What follows belongs to an exercise in optimizing a design on an open flow for small area, a short achievable clock period and few clock cycles per item; a production flow would make more cautious choices.
In this exercise RTL edits were held to simulation tests only and were not proved equivalent to the original.
Power and IR drop assume default switching activity.

// tw_tracker
module tw_tracker #(
  parameter int unsigned TW_MEM_SIZE = 16,
  parameter int unsigned ACCID_W     = 8,
  parameter int unsigned TASKID_W    = 64
) (
  input  logic                clk,
  input  logic                rst,
  input  logic                in_valid,
  output logic                in_ready,
  input  logic                in_type,
  input  logic [TASKID_W-1:0] in_taskid,
  input  logic [ACCID_W-1:0]  in_accid,
  input  logic [31:0]         in_components,
  output logic                ack_valid,
  input  logic                ack_ready,
  output logic [ACCID_W-1:0]  ack_accid,
  output logic [7:0]          ack_code,
  output logic                full_err,
  output logic                busy
);
  localparam int unsigned N = TW_MEM_SIZE;
  logic [N-1:0]        ent_valid;
  logic [N-1:0]        ent_armed;
  logic [ACCID_W-1:0]  ent_accid  [N];
  logic [32:0]         ent_cnt    [N];
  logic [TASKID_W-1:0] ent_taskid [N];
  logic                a_v;
  logic                a_type;
  logic [TASKID_W-1:0] a_taskid;
  logic [ACCID_W-1:0]  a_accid;
  logic [31:0]         a_comp;
  logic                b_v;
  logic                b_type;
  logic [TASKID_W-1:0] b_taskid;
  logic [ACCID_W-1:0]  b_accid;      
  logic [32:0]         b_delta;      
  logic                b_exists;     
  logic [N-1:0]        b_slot;       
  logic [32:0]         b_cnt;        
  logic                b_armed;
  logic [ACCID_W-1:0]  b_eaccid;
  logic [ACCID_W-1:0]  fq [4];
  logic [2:0]          fcnt;
  logic [N-1:0]        a_eq;
  logic                a_same, a_same2;
  logic [N-1:0]        w_oh;
  always_ff @(posedge clk) begin
    for (int unsigned i = 0; i < N; i++)
      a_eq[i] <= (ent_taskid[i] == in_taskid);
    a_same  <= (a_taskid == in_taskid);
    a_same2 <= (b_taskid == in_taskid);
  end
  logic [N-1:0]        hit;
  logic                hit_any;
  logic [32:0]         rd_cnt;
  logic                rd_armed;
  logic [ACCID_W-1:0]  rd_accid;
  logic                same;
  always_comb begin
    for (int unsigned i = 0; i < N; i++)
  ...
==> module tw_tracker, before the edit <==
module tw_tracker #(
  parameter int unsigned TW_MEM_SIZE = 16,
  parameter int unsigned ACCID_W     = 8,
  parameter int unsigned TASKID_W    = 64
) (
  input  logic                clk,
  input  logic                rst,
  input  logic                in_valid,
  output logic                in_ready,
  input  logic                in_type,
  input  logic [TASKID_W-1:0] in_taskid,
  input  logic [ACCID_W-1:0]  in_accid,
  input  logic [31:0]         in_components,
  output logic                ack_valid,
  input  logic                ack_ready,
  output logic [ACCID_W-1:0]  ack_accid,
  output logic [7:0]          ack_code,
  output logic                full_err,
  output logic                busy
);
  localparam int unsigned N = TW_MEM_SIZE;
  logic [N-1:0]        ent_valid;
  logic [N-1:0]        ent_armed;
  logic [ACCID_W-1:0]  ent_accid  [N];
  logic [32:0]         ent_cnt    [N];
  logic [TASKID_W-1:0] ent_taskid [N];
  logic                a_v;
  logic                a_type;
  logic [TASKID_W-1:0] a_taskid;
  logic [ACCID_W-1:0]  a_accid;
  logic [31:0]         a_comp;
  logic                b_v;
  logic                b_type;
  logic [TASKID_W-1:0] b_taskid;
  logic [ACCID_W-1:0]  b_accid;      
  logic [32:0]         b_delta;      
  logic                b_exists;     
  logic [N-1:0]        b_slot;       
  logic [32:0]         b_cnt;        
  logic                b_armed;
  logic [ACCID_W-1:0]  b_eaccid;
  logic [ACCID_W-1:0]  fq [4];
  logic [2:0]          fcnt;
  logic [N-1:0]        a_eq;
  logic                a_same, a_same2;
  logic [N-1:0]        w_oh;
  always_ff @(posedge clk) begin
    for (int unsigned i = 0; i < N; i++)
      a_eq[i] <= (ent_taskid[i] == in_taskid);
    a_same  <= (a_taskid == in_taskid);
    a_same2 <= (b_taskid == in_taskid);
  end
  logic [N-1:0]        hit;
  logic                hit_any;
  logic [32:0]         rd_cnt;
  logic                rd_armed;
  logic [ACCID_W-1:0]  rd_accid;
  logic                same;
  always_comb begin
    for (int unsigned i = 0; i < N; i++)
      hit[i] = ent_valid[i] && (w_oh[i] ? a_same2 : a_eq[i]);
    hit_any  = |hit;
    rd_cnt   = '0;
    rd_armed = 1'b0;
    rd_accid = '0;
    for (int unsigned i = 0; i < N; i++) begin
      rd_cnt   = rd_cnt   | ({33{hit[i]}} & ent_cnt[i]);
      rd_armed = rd_armed | (hit[i] & ent_armed[i]);
      rd_accid = rd_accid | ({ACCID_W{hit[i]}} & ent_accid[i]);
    end
    same = b_v && a_same;
  end
  logic              all_used;
  logic [N-1:0]      free_oh;
  logic              drop;
  logic [N-1:0]      slot;
  logic              new_armed;
  logic [ACCID_W-1:0] new_accid;
  logic [32:0]       new_cnt;
  logic              hits_zero;
  logic              done;
  logic              upd;
  always_comb begin
    all_used = &ent_valid;
    free_oh  = '0;
    for (int i = N - 1; i >= 0; i--)
      if (!ent_valid[i]) free_oh = N'(1) << i;
    drop      = !b_exists && all_used;
    slot      = b_exists ? b_slot : free_oh;
    new_armed = b_type | b_armed;
    new_accid = b_type ? b_accid : b_eaccid;
    new_cnt   = b_cnt + b_delta;
    hits_zero = &(~((b_cnt ^ b_delta) ^ {(b_cnt[31:0] | b_delta[31:0]), 1'b0}));
    upd       = b_v && !drop;
    done      = upd && new_armed && hits_zero;
  end
  logic accept;
  assign accept = in_valid && in_ready;
  always_ff @(posedge clk) begin
    a_type   <= in_type;
    a_taskid <= in_taskid;
    a_accid  <= in_accid;
    a_comp   <= in_components;
    b_type   <= a_type;
    b_taskid <= a_taskid;
    b_accid  <= a_accid;
    b_delta  <= a_type ? {1'b0, a_comp} : -{1'b0, a_comp};
    if (same) begin
      b_exists <= upd && !done;
      b_slot   <= slot;
      b_cnt    <= new_cnt;
      b_armed  <= new_armed && !done;
      b_eaccid <= new_accid;
    end else begin
      b_exists <= hit_any;
      b_slot   <= hit;
      b_cnt    <= rd_cnt;
      b_armed  <= rd_armed;
      b_eaccid <= rd_accid;
    end
  end
  always_ff @(posedge clk) begin
    if (rst) begin
      a_v <= 1'b0;
      b_v <= 1'b0;
    end else begin
      a_v <= accept;
      b_v <= a_v;
    end
  end
  always_ff @(posedge clk) begin
    for (int unsigned i = 0; i < N; i++) begin
      if (upd && slot[i]) begin
        ent_taskid[i] <= b_taskid;
        ent_cnt[i]    <= new_cnt;
        ent_armed[i]  <= new_armed;
        ent_accid[i]  <= new_accid;
      end
    end
  end
  always_ff @(posedge clk) begin
    w_oh <= upd ? slot : '0;
  end
  always_ff @(posedge clk) begin
    if (rst) begin
      ent_valid <= '0;
    end else begin
      for (int unsigned i = 0; i < N; i++)
        if (upd && slot[i]) ent_valid[i] <= !done;
    end
  end
  logic       pop;
  logic [2:0] fcnt_nxt;
  logic [2:0] inflight;
  assign pop = ack_valid && ack_ready;
  always_comb begin
    fcnt_nxt = fcnt - {2'b0, pop} + {2'b0, done};
    inflight = fcnt_nxt + {2'b0, accept} + {2'b0, a_v};
  end
  always_ff @(posedge clk) begin
    for (int unsigned j = 0; j < 4; j++) begin
      if (pop) begin
        if (done && fcnt == 3'(j + 1)) fq[j] <= new_accid;
        else if (j < 3)                fq[j] <= fq[j+1];
      end else if (done && fcnt == 3'(j)) begin
        fq[j] <= new_accid;
      end
    end
  end
  always_ff @(posedge clk) begin
    if (rst) begin
      fcnt      <= '0;
      ack_valid <= 1'b0;
      full_err  <= 1'b0;
      in_ready  <= 1'b1;
      busy      <= 1'b0;
    end else begin
      fcnt      <= fcnt_nxt;
      ack_valid <= fcnt_nxt != 3'd0;
      if (b_v && drop) full_err <= 1'b1;
      in_ready  <= inflight <= 3'd3;
      busy      <= accept || a_v || fcnt_nxt != 3'd0;
    end
  end
  assign ack_accid = fq[0];
  assign ack_code  = 8'h01;
endmodule
clock: 7.0 ns
lec_check: 0
abc_clock_period_in_ps: 2500
cap_margin: 20
core_margin: 2
core_utilization: 55
setup_slack_margin: 4.2
slew_margin: 20
run.sh (not shown) runs the stock make flow with config.mk's settings and CLKGATE_MAP_FILE= SYNTH_SCRIPT=/design/flow/synth_recipe.tcl, a recipe that flattens the netlist after the stock synthesis.
Testbench counts at the start, summed over its fixed seeds: cycles 24,025, items 24,000.
Then changed:
--- a/flow/design.v
+++ b/flow/design.v
@@ -35,4 +35,5 @@
   logic [ACCID_W-1:0]  b_accid;      
   logic [32:0]         b_delta;      
+  logic [32:0]         b_zero;       
   logic                b_exists;     
   logic [N-1:0]        b_slot;       
@@ -91,5 +92,5 @@
     new_accid = b_type ? b_accid : b_eaccid;
     new_cnt   = b_cnt + b_delta;
-    hits_zero = &(~((b_cnt ^ b_delta) ^ {(b_cnt[31:0] | b_delta[31:0]), 1'b0}));
+    hits_zero = (b_cnt == b_zero);
     upd       = b_v && !drop;
     done      = upd && new_armed && hits_zero;
@@ -106,4 +107,5 @@
     b_accid  <= a_accid;
     b_delta  <= a_type ? {1'b0, a_comp} : -{1'b0, a_comp};
+    b_zero   <= a_type ? -{1'b0, a_comp} : {1'b0, a_comp};
     if (same) begin
       b_exists <= upd && !done;
=> First-iteration DRC count goes down by 4.7%; non-clock buffer count goes down by 124; final cell count is lower by 0.90%; wire length goes down by 2.1%; flip-flop and latch count increases by 32; sequential power stays flat; worst setup slack gains 0.18 ns; clock skew grows by 0.021 ns.
Testbench counts after the change, summed over its fixed seeds: cycles 24,025, items 24,000.

==> static timing again, ports no longer ideal <==
The flow's constraints put no driver on any port. The routed layouts listed below were extracted and timed again, unchanged, in two steps.
Step 1, drivers: a clkbuf_16 drives clk and a buf_2 each remaining input, both assumed.
Step 2 moves the port delays by t, midway between the first and last clock arrival at a register: inputs arrive t later, outputs are due t later. That takes back most of the time a late clock gives input paths.
Three values: ideal ports, drivers, drivers and shift; two values: the first two.
run	t, ns	slack for setup (ns)	worst setup path after step 2	worst slew at a driven data input, ns	pins driven straight from the clock port
the first run	0.911	3.382 / 3.381 / 2.800	input to register	0.05	1
the second run	0.907	3.565 / 3.565 / 2.922	input to register	0.07	1
After both steps every run listed still meets setup and hold. For the second run, which loses most, drivers alone change the setup slack by 0.000 ns; drivers and shift together by -0.643 ns.
